Context: an optimization exercise on an open-source flow, tuned for small area, a short achievable clock period and few clock cycles per item. The choices shown serve that exercise and are no tape-out recipe. Where RTL was checked, it was by simulation tests only, not by an equivalence proof against the original.

== job 101 ==
==> flow/design.v <==
`default_nettype none
package tlb_pkg;
	typedef logic [19-1:0] vpn2_t;
	typedef logic [8-1:0] asid_t;
	typedef logic [20-1:0] pfn_t;
	typedef logic [2:0] cache_attr_t;
	typedef logic [$clog2(32)-1:0] tlb_index_t;
	typedef logic [32-1:0] hit_vec_t;
	typedef logic [32-1:0] vaddr_t;
	typedef logic [32-1:0] paddr_t;
	typedef logic [31:0] entry_word_t;
endpackage
`default_nettype wire
`default_nettype none
package tlb_cmd_pkg;
	typedef enum logic [1:0] {
		op_write = 2'd0,
		op_probe = 2'd1,
		op_translate = 2'd2
	} tlb_op_e;
	typedef enum logic {
		st_empty = 1'b0,
		st_full = 1'b1
	} stage_state_e;
endpackage
`default_nettype wire
`timescale 1ns/10ps
`default_nettype none
module tlb_top (
	input wire logic clk,
	input wire logic rst,
	input wire logic cmd_valid,
	output logic cmd_ready,
	input tlb_cmd_pkg::tlb_op_e cmd_op,
	input tlb_pkg::tlb_index_t cmd_index,
	input tlb_pkg::entry_word_t cmd_entryhi,
	input tlb_pkg::entry_word_t cmd_entrylo0,
	input tlb_pkg::entry_word_t cmd_entrylo1,
	input tlb_pkg::vaddr_t cmd_vaddr,
	output logic rsp_valid,
	input wire logic rsp_ready,
	output tlb_cmd_pkg::tlb_op_e rsp_op,
	output tlb_pkg::paddr_t rsp_paddr,
	output logic rsp_refill,
	output logic rsp_invalid,
	output logic rsp_modified,
	output logic rsp_found,
	output tlb_pkg::tlb_index_t rsp_index
);
	localparam int N = 32;
	logic [18:0] t_vpn2 [N];
	logic [7:0] t_asid [N];
	logic [N-1:0] t_global;
	logic [N-1:0] t_valid;
	logic [21:0] d_lo0 [N];
	logic [21:0] d_lo1 [N];
	logic s0_v;
	logic [1:0] s0_op;
	logic s0_wr;
	logic [4:0] s0_idx;
	logic [18:0] s0_vpn2;
	logic [7:0] s0_asid;
	logic s0_g;
	logic [43:0] s0_pl;
	logic s1_v;
	logic [1:0] s1_op;
	logic s1_wr;
	logic s1_probe;
	logic s1_tr_map;
	logic s1_tr_unm;
	logic [4:0] s1_idx;
	logic [N-1:0] s1_hit;
	logic [43:0] s1_pl;
	logic s2_v;
	logic [1:0] s2_op;
	logic [N-1:0] s2_first;
	logic s2_odd;
	logic s2_use_pfn;
	logic s2_refill;
	logic s2_found;
	logic s2_probe;
	logic [31:0] s2_base;
	logic out_v;
	logic skid_v;
	logic [42:0] out_q;
	logic [42:0] skid_q;
	logic rdy_q;
	logic s0_ld, s1_ld, s2_ld, s3_ld;
	logic out_ld;
	assign s3_ld = !skid_v;
	assign s2_ld = !s2_v || s3_ld;
	assign s1_ld = !s1_v || s2_ld;
	assign s0_ld = !s0_v || s1_ld;
	assign out_ld = !out_v || rsp_ready;
	assign cmd_ready = rdy_q;
	logic take;
	assign take = cmd_valid && rdy_q;
	logic [43:0] lo_fields;
	assign lo_fields = {cmd_entrylo1[25:6], cmd_entrylo1[2], cmd_entrylo1[1],
		cmd_entrylo0[25:6], cmd_entrylo0[2], cmd_entrylo0[1]};
	always_ff @(posedge clk) begin
		if (s0_ld) begin
			s0_op <= cmd_op;
			s0_wr <= (cmd_op == 2'd0);
			s0_idx <= cmd_index;
			s0_vpn2 <= cmd_op[1] ? cmd_vaddr[31:13] : cmd_entryhi[31:13];
			s0_asid <= cmd_entryhi[7:0];
			s0_g <= cmd_entrylo0[0] & cmd_entrylo1[0];
			s0_pl[43:13] <= lo_fields[43:13];
			s0_pl[12:0] <= cmd_op[1] ? cmd_vaddr[12:0] : lo_fields[12:0];
		end
	end
	logic [N-1:0] hit;
	always_comb begin
		for (int i = 0; i < N; i++) begin
			hit[i] = t_valid[i] && (t_vpn2[i] == s0_vpn2)
				&& (t_global[i] || (t_asid[i] == s0_asid));
		end
	end
	logic tag_we;
	assign tag_we = s0_v && s1_ld && s0_wr;
	always_ff @(posedge clk) begin
		for (int i = 0; i < N; i++) begin
			if (tag_we && s0_idx == 5'(i)) begin
				t_vpn2[i] <= s0_vpn2;
				t_asid[i] <= s0_asid;
				t_global[i] <= s0_g;
			end
		end
	end
	always_ff @(posedge clk) begin
		if (rst) begin
			t_valid <= '0;
		end else begin
			for (int i = 0; i < N; i++) begin
				if (tag_we && s0_idx == 5'(i)) t_valid[i] <= 1'b1;
			end
		end
	end
	always_ff @(posedge clk) begin
		if (s1_ld) begin
			s1_op <= s0_op;
			s1_wr <= s0_wr;
			s1_probe <= (s0_op == 2'd1);
			s1_tr_map <= (s0_op == 2'd2) && !s0_vpn2[18];
			s1_tr_unm <= (s0_op == 2'd2) && s0_vpn2[18];
			s1_idx <= s0_idx;
			s1_hit <= hit;
			s1_pl[43:32] <= s0_pl[43:32];
			s1_pl[31:13] <= s0_op[1] ? s0_vpn2 : s0_pl[31:13];
			s1_pl[12:0] <= s0_pl[12:0];
		end
	end
	logic [N-1:0] lower;
	logic [N-1:0] first;
	logic any_hit;
	assign any_hit = |s1_hit;
	always_comb begin
		lower[0] = 1'b0;
		for (int i = 1; i < N; i++) lower[i] = lower[i-1] | s1_hit[i-1];
		first = s1_hit & ~lower;
	end
	always_ff @(posedge clk) begin
		if (s2_ld) begin
			s2_op <= s1_op;
			s2_first <= first;
			s2_odd <= s1_pl[12];
			s2_use_pfn <= s1_tr_map && any_hit;
			s2_refill <= s1_tr_map && !any_hit;
			s2_found <= s1_probe && any_hit;
			s2_probe <= s1_probe;
			s2_base[31:12] <= {20{s1_tr_unm}} & s1_pl[31:12];
			s2_base[11:0] <= {12{s1_tr_unm || (s1_tr_map && any_hit)}} & s1_pl[11:0];
		end
	end
	logic data_we;
	assign data_we = s1_v && s2_ld && s1_wr;
	always_ff @(posedge clk) begin
		for (int i = 0; i < N; i++) begin
			if (data_we && s1_idx == 5'(i)) begin
				d_lo0[i] <= s1_pl[21:0];
				d_lo1[i] <= s1_pl[43:22];
			end
		end
	end
	logic [21:0] sel0, sel1, sel;
	logic [4:0] enc;
	always_comb begin
		sel0 = '0;
		sel1 = '0;
		enc = '0;
		for (int i = 0; i < N; i++) begin
			sel0 = sel0 | ({22{s2_first[i]}} & d_lo0[i]);
			sel1 = sel1 | ({22{s2_first[i]}} & d_lo1[i]);
			enc = enc | ({5{s2_first[i]}} & 5'(i));
		end
		sel = s2_odd ? sel1 : sel0;
	end
	logic [42:0] res;
	logic [31:0] r_paddr;
	always_comb begin
		r_paddr[31:12] = s2_base[31:12] | ({20{s2_use_pfn}} & sel[21:2]);
		r_paddr[11:0] = s2_base[11:0];
		res = {s2_op, r_paddr, s2_refill, s2_use_pfn && !sel[0],
			s2_use_pfn && sel[0] && !sel[1], s2_found, {5{s2_probe}} & enc};
	end
	logic [42:0] out_n;
	logic [42:0] rsp_q;
	assign out_n = out_ld ? (skid_v ? skid_q : res) : out_q;
	always_ff @(posedge clk) begin
		if (!skid_v) skid_q <= res;
		out_q <= out_n;
	end
	always_ff @(posedge clk) begin
		if (rst) rsp_q <= '0;
		else rsp_q <= out_n;
	end
	logic s0_v_n, s1_v_n, s2_v_n, out_v_n, skid_v_n;
	always_comb begin
		s0_v_n = s0_ld ? take : s0_v;
		s1_v_n = s1_ld ? s0_v : s1_v;
		s2_v_n = s2_ld ? s1_v : s2_v;
		if (out_ld) begin
			out_v_n = skid_v || (s2_v && s3_ld);
			skid_v_n = 1'b0;
		end else begin
			out_v_n = out_v;
			skid_v_n = skid_v || (s2_v && s3_ld);
		end
	end
	always_ff @(posedge clk) begin
		if (rst) begin
			s0_v <= 1'b0;
			s1_v <= 1'b0;
			s2_v <= 1'b0;
			out_v <= 1'b0;
			skid_v <= 1'b0;
			rdy_q <= 1'b1;
		end else begin
			s0_v <= s0_v_n;
			s1_v <= s1_v_n;
			s2_v <= s2_v_n;
			out_v <= out_v_n;
			skid_v <= skid_v_n;
			rdy_q <= !(s0_v_n && s1_v_n && s2_v_n && skid_v_n);
		end
	end
	assign rsp_valid = out_v;
	logic [1:0] rsp_op_w;
	assign rsp_op = tlb_cmd_pkg::tlb_op_e'(rsp_op_w);
	assign {rsp_op_w, rsp_paddr, rsp_refill, rsp_invalid, rsp_modified, rsp_found,
		rsp_index} = rsp_q;
endmodule
`default_nettype wire
==> flow/config.mk <==
export PLATFORM = sky130hd
export DESIGN_NAME = tlb_top
export DESIGN_NICKNAME = tlb_top
export VERILOG_FILES = /design/flow/design.v
export SDC_FILE = /design/flow/constraint.sdc
export NUM_CORES = 4
export LEC_CHECK = 0
export CAP_MARGIN = 20
export CORE_MARGIN = 2
export CORE_UTILIZATION = 60
export PLACE_DENSITY = 0.7
export SETUP_SLACK_MARGIN = 3.5
export SLEW_MARGIN = 20
==> flow/constraint.sdc <==
create_clock -name core_clock -period 6.0 [get_ports {clk}]
set_input_delay 1.2000 -clock core_clock [delete_from_list [all_inputs] [get_ports {clk}]]
set_output_delay 1.2000 -clock core_clock [all_outputs]
set_load 0.01 [all_outputs]
standard.sh (not shown) runs the stock make flow with config.mk's settings and CLKGATE_MAP_FILE= SYNTH_SCRIPT=/design/flow/synth_recipe.tcl, a recipe that flattens the netlist after the stock synthesis.
==> flow/flow/run.sh <==
#!/bin/bash
# The standard layout, with the clock tree built from larger sink
# clusters and without dummy loads, and small port buffers.  ORFS logs stay
# under orfs/logs.
export CTS_ARGS="-sink_clustering_enable -repair_clock_nets -dont_use_dummy_load -sink_clustering_size 30 -sink_clustering_max_diameter 80"
export BUFFER_PORTS_ARGS="-buffer_cell sky130_fd_sc_hd__buf_2"
bash standard.sh > standard.log 2>&1
No stage failed in job 101, and the final checks on the layout all came back clean.
Edits applied to the flow inputs when going from job 101 to job 102:
-- flow/design.v --
<<< job 101, line 205
			s2_use_pfn && sel[0] && !sel[1], s2_found, {5{s2_probe}} & enc};
	end
	logic [42:0] out_n;
	logic [42:0] rsp_q;
	assign out_n = out_ld ? (skid_v ? skid_q : res) : out_q;
	always_ff @(posedge clk) begin
		if (!skid_v) skid_q <= res;
		out_q <= out_n;
	end
	always_ff @(posedge clk) begin
		if (rst) rsp_q <= '0;
		else rsp_q <= out_n;
	end
	logic s0_v_n, s1_v_n, s2_v_n, out_v_n, skid_v_n;
>>> job 102, line 205
			s2_use_pfn && sel[0] && !sel[1], s2_found, {5{s2_probe}} & enc};
	end
	always_ff @(posedge clk) begin
		if (!skid_v) skid_q <= res;
		out_q <= ({43{out_ld}} & (skid_v ? skid_q : res)) | ({43{!out_ld}} & out_q);
	end
	logic s0_v_n, s1_v_n, s2_v_n, out_v_n, skid_v_n;
<<< job 101, line 250
	assign rsp_op = tlb_cmd_pkg::tlb_op_e'(rsp_op_w);
	assign {rsp_op_w, rsp_paddr, rsp_refill, rsp_invalid, rsp_modified, rsp_found,
		rsp_index} = rsp_q;
endmodule
`default_nettype wire
>>> job 102, line 243
	assign rsp_op = tlb_cmd_pkg::tlb_op_e'(rsp_op_w);
	assign {rsp_op_w, rsp_paddr, rsp_refill, rsp_invalid, rsp_modified, rsp_found,
		rsp_index} = out_q;
endmodule
`default_nettype wire
Findings:
Compared job 101 against job 102; clock-pin transition on the worst setup and hold timing paths within noise.
Job 101 has a higher flip-flop and latch count than job 102.
| mean instance size in the synthesized netlist | higher: job 102 |
Job 102 ends up with a post-CTS setup-driven buffer insertion count that is 41% lower than in job 101.
Diff job 101 -> job 102: routed wire length decreased 6.2 mm, post-route minimum period decreased 130 ps, maximum number of pins on one net before global-route repair decreased 17.
Against job 101 as the reference, job 102 delivers a higher worst setup slack before clock tree synthesis.
Summary: with job 101 as the reference, area after synthesis in job 102 moved down slightly.
Density: job 102 sparser than job 101
[diff] worst hold margin, job 102 relative to job 101: regression
Worst setup slack was higher in the run labelled job 102.
Of the two values seen for master of the slowest instance on the critical path, edfxtp_1 was produced by job 102 and or4_4 by job 101.
Job 102 ends up with a final worst-path cycle share that is 2.2 points lower than in job 101.
Compared with job 101, job 102 shows design area that has gone down by a few percent.
Testbench counts of job 102, summed over its fixed seeds: cycles 9,632, items 9,600.
No functional check of the RTL was part of job 101.

==> re-timing with driven ports <==
How much do the figures lean on ideal ports? The routed layouts below were timed once more, with nothing changed but the port constraints.
Step 1, drivers: a clkbuf_16 drives clk and a buf_2 each remaining input, both assumed.
Step 2 adds t to the input delays and takes it off the output delays; t is the mean of the earliest and latest rising clock arrival at the registers after step 1. Input paths then give back, and output paths get back, about the clock's delay inside the block.
Three values: ideal, step 1, step 2; two values: the first two.
| run | t, ns | slack for setup (ns) | worst setup path after step 2 | worst data-port slew with drivers (ns) |
|---|---|---|---|---|
| job 101 | 0.857 | 3.255 / 3.255 / 3.014 | input to register | 0.08 |
| job 102 | 0.852 | 3.387 / 3.303 / 3.387 | register to register | 0.06 |
After both steps every run listed still meets setup and hold. The setup slack of job 101, which loses most, moves by 0.000 ns with the drivers and by -0.241 ns with both steps.
